What follows belongs to an exercise in optimizing a design on an open flow for small area; a production flow would make more cautious choices. At most, simulation tests tie the RTL to the original design; equivalence was not proved. Power figures rest on the tool's default switching activity, not on a simulated workload.

## cpu_top
module cpu_top (
    input  logic        clk,
    input  logic        rst,
    output logic [31:0] pc,
    output logic        inst_req_valid,
    input  logic        inst_req_ready,
    input  logic [31:0] instruction,
    input  logic        inst_valid,
    output logic        inst_ready,
    output logic [31:0] mem_addr,
    output logic [31:0] mem_wdata,
    output logic [3:0]  mem_wstrb,
    output logic        mem_write,
    output logic        mem_read,
    input  logic        mem_req_ready,
    input  logic [31:0] read_data,
    input  logic        read_data_valid,
    output logic        read_data_ready,
    output logic        retire_valid,
    output logic        retire_wen,
    output logic [4:0]  retire_waddr,
    output logic [31:0] retire_wdata,
    output logic [31:0] retire_pc
);
    cpu_pkg::mem_req_t mem_req;
    cpu_pkg::retire_t  retire;
    cpu_core u_core (
        .clk             (clk),
        .rst             (rst),
        .pc              (pc),
        .inst_req_valid  (inst_req_valid),
        .inst_req_ready  (inst_req_ready),
        .instruction     (instruction),
        .inst_valid      (inst_valid),
        .inst_ready      (inst_ready),
        .mem_req         (mem_req),
        .mem_req_ready   (mem_req_ready),
        .read_data       (read_data),
        .read_data_valid (read_data_valid),
        .read_data_ready (read_data_ready),
        .retire          (retire)
    );
    assign mem_addr     = mem_req.addr;
    assign mem_wdata    = mem_req.wdata;
    assign mem_wstrb    = mem_req.wstrb;
    assign mem_write    = mem_req.write;
    assign mem_read     = mem_req.read;
    assign retire_valid = retire.valid;
    assign retire_wen   = retire.wen;
    assign retire_waddr = retire.waddr;
    assign retire_wdata = retire.wdata;
    assign retire_pc    = retire.pc;
endmodule
Settings: LEC_CHECK=0, CAP_MARGIN=20, CORE_MARGIN=2, CORE_UTILIZATION=65, SLEW_MARGIN=20; clock period 8.0 ns.
standard.sh (not shown) runs the stock make flow with config.mk's settings and CLKGATE_MAP_FILE= SYNTH_SCRIPT=/design/flow/synth_recipe.tcl, a recipe that flattens the netlist after the stock synthesis.
==> flow/flow/run.sh <==
#!/bin/bash
# The standard layout (standard.sh) with these changes:
#  - synthesis is synth_recipe.tcl unchanged, except that ABC maps the
#    combinational logic with flow/abc_area.script (area-oriented "map -a",
#    then ABC's usual buffering and sizing); registers are mapped before ABC
#    runs and are not touched by it
#  - port buffers use sky130_fd_sc_hd__buf_1
#  - the clock tree uses clusters of up to 20 sinks on clkbuf_8 and no dummy loads
# Each step writes its own log in this folder (ORFS's own logs are under orfs/logs).
set -euo pipefail
W=$PWD
cat > area_synth.tcl <<EOT
proc abc {args} {
  set i [lsearch \$args -script]
  if {\$i >= 0} { lset args [expr {\$i + 1}] $W/flow/abc_area.script }
  yosys abc {*}\$args
}
source $W/synth_recipe.tcl
EOT
sed "s|SYNTH_SCRIPT=[^ ]*|SYNTH_SCRIPT=$W/area_synth.tcl|" standard.sh > area_standard.sh
export BUFFER_PORTS_ARGS="-buffer_cell sky130_fd_sc_hd__buf_1"
export CTS_ARGS="-sink_clustering_enable -repair_clock_nets -dont_use_dummy_load -buf_list sky130_fd_sc_hd__clkbuf_8 -sink_clustering_size 20 -sink_clustering_max_diameter 60"
bash area_standard.sh > standard.log 2>&1
==> flow/flow/abc_area.script <==
strash
dc2
dch -f
map -a
strash
dc2
dch -f
map -a
strash
dc2
dch -f
map -a
strash
dc2
dch -f
map -a
strash
dc2
dch -f
map -a
strash
dc2
dch -f
map -a
strash
dc2
dch -f
map -a
strash
dc2
dch -f
map -a
strash
dc2
dch -f
map -a
topo
stime -c
buffer -c
upsize -c
dnsize -c
==> next run, changes <==
--- a/flow/design.v
+++ b/flow/design.v
@@ -149,76 +149,75 @@
     );
     logic [31:0] ipc;
     logic        ipc_c, ipc_a, ipc_add, ipc_ci, ipc_sum;
     assign ipc_a   = m_boot ? 1'b0 : ipc[0];
     assign ipc_add = m_ex1 ? (ipc_inc4 & ph2) : (m_rd2 & imm_bit);
     assign ipc_ci  = ph0 ? 1'b0 : ipc_c;
     assign ipc_sum = ipc_a ^ ipc_add ^ ipc_ci;
     always_ff @(posedge clk) begin
         ipc   <= {ipc_sum, ipc[31:1]};
         ipc_c <= (ipc_a & ipc_add) | (ipc_a & ipc_ci) | (ipc_add & ipc_ci);
     end
     logic a, b_raw, b, cin, sum, cout, alu_c, alu_out;
-    logic eq_q, eq, lt, ltu, taken, redirect, lt_q;
+    logic eq_q, eq, lt, ltu, taken, redirect;
     logic [4:0] s_reg;
     assign a     = is_jal ? ipc_sum : (is_lui ? 1'b0 : rs1_bit);
     assign b_raw = is_jal ? ph2 : (use_imm ? imm_bit : rs2_bit);
     assign b     = b_raw ^ is_sub;
     assign cin   = ph0 ? is_sub : alu_c;
     assign sum   = a ^ b ^ cin;
     assign cout  = (a & b) | (a & cin) | (b & cin);
     always_comb begin
         alu_out = sum;
         if (is_alu) begin
             case (f3)
                 3'b100:  alu_out = a ^ b_raw;
                 3'b110:  alu_out = a | b_raw;
                 3'b111:  alu_out = a & b_raw;
+                3'b010:  alu_out = lt;
+                3'b011:  alu_out = ltu;
                 default: alu_out = sum;
             endcase
         end
     end
     assign ltu = ~cout;
     assign lt  = (a ^ b_raw) ? a : ltu;
     assign eq  = eq_q & ~(a ^ b_raw);
     always_comb begin
         case (f3)
             3'b000:  taken = eq;
             3'b001:  taken = ~eq;
             3'b100:  taken = lt;
             3'b101:  taken = ~lt;
             3'b110:  taken = ltu;
             3'b111:  taken = ~ltu;
             default: taken = 1'b0;
         endcase
     end
     assign redirect = is_jal | (is_br & taken);
     always_ff @(posedge clk) begin
         alu_c <= cout;
         eq_q  <= (ph0 | eq_q) & ~(a ^ b_raw);
-        if (m_ex1 && ph31) begin
-            lt_q   <= f3[0] ? ltu : lt;
-        end
         if (m_ex1 && ph < 5'd5) begin
             s_reg <= {b_raw, s_reg[4:1]};
         end
     end
     logic [31:0] t;
     logic        sll, lt_s, sh_out, t_en, t_in;
     assign sll    = ~f3[2];
     assign lt_s   = (ph < s_reg);
     assign sh_out = (sll & lt_s) ? 1'b0 : t[0];
     always_comb begin
         if (m_slt2)
-            wbit = ph0 & lt_q;
+            wbit = ph0 & t[31];
         else if (m_sh3)
             wbit = sh_out;
         else if (m_ld2)
             wbit = read_data[ph];
         else
             wbit = alu_out;
     end
     assign rf_wen = (m_ex1 & ((is_alu & ~is_shift & ~is_slt) | is_lui | is_jal)) |
                     m_slt2 | m_sh3 | m_ld2;
     assign t_en = m_ex1 | m_slt2 | m_sh3 | m_ld2 | (m_sh2 & (sll ^ lt_s));
     always_comb begin
         if (m_ex1)
Power climbs by 0.57%.
Hold slack got worse by 26 ps.
Routed wire length drops by 2.4%.
Via count climbs by 0.46%.
Design area barely changes.
Worst setup slack improved by 29 ps.
Critical path depth drops by 1.
Sequential power is about the same.
Register-to-register slack got worse by 370 ps.
Global-route usage drops by 0.61 points.
No functional check of the RTL was part of the second run of this note.

-- port drivers added, routing unchanged --
The flow's constraints put no driver on any port. The routed layouts listed below were extracted and timed again, unchanged, in two steps. Step 1, drivers: a clkbuf_16 drives clk and a buf_2 each remaining input, both assumed. Step 2 times the ports against the registers' clock, not the clock port: input delays grow and output delays shrink by t, the midpoint of the rising clock arrivals with the driver on. Three values: ideal, step 1, step 2; two values: the first two.
run	t (ns)	slack for setup (ns)	worst setup path at the end	clock arrival spread, ns
the first run	0.673	0.419 / 0.378 / 0.389	input to output	0.083 / 0.083
the second run	0.669	0.448 / 0.426 / 0.426	input to output	0.126 / 0.127
After both steps setup and hold are still met in every run listed. The setup slack of the first run, which loses most, moves by -0.041 ns with the drivers and by -0.030 ns with both steps.
